Context: an optimization exercise on an open-source flow, tuned for small area, a short achievable clock period and few clock cycles per item. The choices shown serve that exercise and are no tape-out recipe.
Function was not checked in any run shown here: the RTL went through the layout flow alone.

==> flow/design.v, too long to show whole: its modules and the start of the top module <==
// module pow_stream: 2956 lines
module pow_stream #(
  parameter int DATA_W = 32,
  parameter int EXP_W  = 3,
  parameter int ID_W   = 1
) (
  input  logic              clk,
  input  logic              aresetn,
  input  logic              s_tvalid,
  output logic              s_tready,
  input  logic [DATA_W-1:0] s_tdata,
  input  logic [EXP_W-1:0]  s_texp,
  input  logic [ID_W-1:0]   s_tid,
  input  logic              s_tlast,
  output logic              m_tvalid,
  input  logic              m_tready,
  output logic [DATA_W-1:0] m_tdata,
  output logic [ID_W-1:0]   m_tid,
  output logic              m_tlast,
  output logic              m_tovf
);
  // ...
==> flow/run.sh <==
#!/bin/bash
# synth_recipe.tcl (not shown) runs the flow's synth.tcl, then flattens the netlist and writes it again
# the make line also repeats each setting of config.mk as NAME=value (left out here)
make -C /OpenROAD-flow-scripts/flow DESIGN_CONFIG=/design/flow/config.mk WORK_HOME=/design/flow/orfs CLKGATE_MAP_FILE= SYNTH_SCRIPT=/design/flow/synth_recipe.tcl finish
==> flow/config.mk <==
export PLATFORM = sky130hd
export DESIGN_NAME = pow_stream
export DESIGN_NICKNAME = pow_stream
export VERILOG_FILES = /design/flow/design.v
export SDC_FILE = /design/flow/constraint.sdc
export NUM_CORES = 4
export LEC_CHECK = 0
export CAP_MARGIN = 20
export CORE_MARGIN = 2
export CORE_UTILIZATION = 40
export SETUP_SLACK_MARGIN = 2.5
export SLEW_MARGIN = 20
==> flow/constraint.sdc <==
create_clock -name core_clock -period 7.6 [get_ports {clk}]
set_input_delay 1.5200 -clock core_clock [delete_from_list [all_inputs] [get_ports {clk}]]
set_output_delay 1.5200 -clock core_clock [all_outputs]
set_load 0.01 [all_outputs]
==> out/results.tsv, run 1 <==
metric	value	unit
outcome	finished clean	
register area	4160	sq um
synth warn	1	
CP endpoint kind	register	
path category of the worst min-delay check	register to register	
post-synthesis xor/xnor area fraction	0.0363	
delay-heaviest family, CP	adder cells	
setup violators final	0	
Final non-clock buffer share	0.138	
Die Ht	231	microns
Synth Area in Compound Gates	0.0544	
CTS tree	yes	
largest family of logic cells by synthesized area	adder cells	
maxcap violations	0	
GR Overflow Total	0	
multi-input gate count	1386	
Multi-input gate area	15800	sq um
Most Frequent Cell on Critical Path	fa_1	
post-synthesis adder-cell area fraction	0.431	
hold-fix buffers at CTS	0	
# placed instances	2819	
post-route ant nets	0	
Simple-Gate Fraction of Synth Area	0.160	
==> run 2: changes to the inputs <==
--- a/flow/config.mk
+++ b/flow/config.mk
@@ -8,5 +8,4 @@
 export CAP_MARGIN = 20
 export CORE_MARGIN = 2
 export CORE_UTILIZATION = 40
-export SETUP_SLACK_MARGIN = 2.5
 export SLEW_MARGIN = 20
==> out/results.tsv, run 2 <==
metric	value	unit	change
global-route wire length before repair	99200	microns	was 105000 microns
RSZ-0062 raised after global routing	no		was yes
Distinct cells, synth	68		unchanged
Hold Crit Start	r_id		unchanged
register area	4160	sq um	unchanged
DRC	0		unchanged
layout cell share with drive strength beyond 1	0.0586		was 0.274
Tmin final	7.42	ns	was 6.56 ns
via/cell ratio	5.16		was 5.20
WL/cell	22.9	microns	was 22.4 microns
worst hold stages	0		unchanged
top cells by area, synth	fa_1 39%, edfxtp_1 20%, and2_1 8.9%		unchanged
Reg-to-Reg Start	r_p[9]		was r_q[4]
Post-CTS Setup Inserts	0		was 172
FMAX	135	MHz	was 152 MHz
H-tree levels	4		unchanged
IO buf count	76		unchanged
die area	53400	sq um	unchanged
final core utilization	0.447		was 0.523
Most Frequent Cell on Critical Path	fa_1		unchanged
total CTS buffers	17		unchanged
Hold Crit Endpoint	o_id		unchanged
Mapped Cells	2084		unchanged
Clock Tree Buf Depth	2		unchanged
Worst EP required	7.76	ns	was 7.78 ns
Final Slew Violations	0		unchanged
Slew Limit Headroom	0.211		was 0.426
GR Overflow Total	0		unchanged
R2R depth	21		was 25
hpwl dp	51200	microns	was 49000 microns
maximum net fanout on the critical path	13		was 5
Reg clk slew, reported paths	0.06	ns	about the same
FFs w/ async S/R, synth	0.0144		unchanged
Core Area	51200	sq um	unchanged
Setup Skew	0.00790	ns	was 0.0101 ns
placed cell area	22400	sq um	was 23000 sq um
most numerous cell in the Yosys netlist	inv_1		unchanged
Multi-input gate area	14400	sq um	was 15800 sq um
CTS tree	yes		unchanged
initial antenna violation count	2		was 1
Final nets	2645		was 2873
critical path's largest stage delay	1.01	ns	was 0.54 ns
Worst R2R Setup Slack	0.18	ns	was 1.04 ns
most frequent cells in the layout	447 x inv_1, 407 x fa_1, 294 x and2_1		was 374 x inv_1, 327 x fa_1, 261 x and2_1
die width	231	microns	unchanged
Die Ht	231	microns	unchanged
Commonest cells post-synth	448 x inv_1, 407 x fa_1, 294 x and2_1		unchanged
Yosys top cell area share	0.395		unchanged
Post-Route WL	64700	microns	was 68500 microns
Syn Area/Cell	9.91	sq um	unchanged
gr usage total	0.254		was 0.264
setup violators final	0		unchanged
Mapped Area	20600	sq um	unchanged
synth warn	1		unchanged
RePlAce Congestion	0.968		was 0.917
synth-to-layout area growth	10.9	%	was 29.7%
IO Pins	78		unchanged
startpoint class of the critical path	register		unchanged
ys flop type	edfxtp_1		unchanged
WP data arrival	7.58	ns	was 6.74 ns
post-route ant nets	0		unchanged
initial core utilization	0.403		unchanged
largest net degree at the start of global routing	63		was 65
Antenna Cells	0		unchanged
clock sinks	139		unchanged
outcome	finished clean		unchanged
clock latency on the worst-skew pair	0.44	ns	was 0.43 ns
Reg-to-Reg End	r_q[24]		was r_p[29]
CP Cell Sequence	buf_4, nand2_1, fa_1, fa_1, inv_1, fa_1, inv_1, fa_1, inv_1, fa_1, inv_1, fa_1, inv_1, ha_1, ha_1, ha_1, and3_2, a2111oi_0, nor2_1, mux2i_1, o21ai_0		
top cell type by total area after synthesis	fa_1		unchanged
maxcap violations	0		unchanged
Synth Net Count	2592		unchanged
row cnt	83		unchanged
hold-fix buffers at CTS	0		unchanged
CTS root buf	clkbuf_16		unchanged
FF+latch count, synth	139		unchanged
share of the yosys chip area belonging to registers	0.202		unchanged
final hold violation count	0		unchanged
slowest CP cell	a2111oi_0		was fa_1
total negative slack	0	ns	unchanged
1st-pass router iterations	6		unchanged
Final period util	0.976		was 0.863
path category of the worst min-delay check	register to register		unchanged
CP endpoint kind	register		unchanged
most common cell after layout, fill and taps aside	inv_1		unchanged
vias in the first global route	16100		was 17500
Slew @ Worst Pin	1.15	ns	was 0.862 ns
DR iter-0 viols	1083		was 1440
fin area	22900	sq um	was 26800 sq um
Post-synth EDFFs	137		unchanged
Setup CP Type	register to register		unchanged
# fillers	4872		was 4469
routed vias	14600		was 15900
PostCTS Resize Cnt	0		was 242
==> run 2: cell counts after synthesis <==
Identical to the previous run, type by type.
==> run 2: worst max path at each step <==
stage	endpoint	from	slack, ns
6_report	r_q[24]	r_p[9]	0.18
5_1_grt	r_q[27]	r_q[13]	0.01
4_1_cts	r_q[24]	r_p[9]	0.33
3_5_place_dp	r_q[24]	r_p[9]	0.37
3_3_place_gp	r_p[29]	r_p[9]	0.45
2_1_floorplan	r_ops[0]	m_tready	0.66
==> run 2: kinds of logic after synthesis <==
kind of cell    after synthesis  share of synthesized area
xor+xnor                     84                     0.0363
compound gates              161                     0.0544
fa+ha+maj                   467                      0.431
simple gates                647                      0.160
mux                          26                     0.0126
flops                       139                      0.202
other cells                   1                   0.000182
buf+inv                     559                      0.104
==> run 2: worst max-delay path: cells and delay by family, from the launching register on <==
kind	cells	cell delay (ns)
multiplexers	1	0.19
AND/OR/NAND/NOR	3	0.59
adder cells (fa/ha/maj)	9	3.68
buffers and inverters	6	0.66
flip-flops	1	0.88
AO/OA/AOI/OAI	2	1.10
==> run 2: area by class of cell <==
class,count,area share
Tap cell,680,0.0372
Timing Repair Buffer,145,0.0569
Clock buffer,18,0.0187
Inverter,448,0.0735
Clock inverter,14,0.00492
Sequential cell,139,0.182
Multi-Input combinational cell,1386,0.627
==> run 2: stage by stage <==
stage | hold slack [ns] | cells | setup WS (ns)
final | 0.420 | 2830 | 0.183
after CTS | 0.420 | 2830 | 0.331
after detailed placement | 0.417 | 2798 | 0.368
after global routing | 0.441 | 2830 | 0.0144
after global placement | 0.421 | 2798 | 0.453
after floorplan | 0.400 | 2084 | 0.656
==> run 2: metal layers <==
layer | wire length, microns | vias up | track usage
met5 | 0 | - | 0
met4 | 2580 | 0 | 0.0996
met3 | 6000 | 131 | 0.0695
met2 | 30200 | 630 | 0.412
met1 | 25900 | 7481 | 0.323
li1 | - | 6352 | -

static timing again, ports no longer ideal:
The flow's constraints put no driver on any port. The routed layouts listed below were extracted and timed again, unchanged, in two steps. Step 1, drivers: a clkbuf_16 drives clk and a buf_2 each remaining input, both assumed. Step 2 adds t to the input delays and takes it off the output delays; t is the mean of the earliest and latest rising clock arrival at the registers after step 1. Input paths then give back, and output paths get back, about the clock's delay inside the block. a / b / c = no drivers / after step 1 / after step 2; a / b = the first two.
| run | shift t [ns] | setup slack, ns | worst setup path at the end |
|---|---|---|---|
| run 1 | 0.466 | 1.041 / 1.041 / 1.041 | register to register |
| run 2 | 0.487 | 0.183 / 0.183 / 0.183 | register to register |
After both steps setup and hold are still met in every run listed.
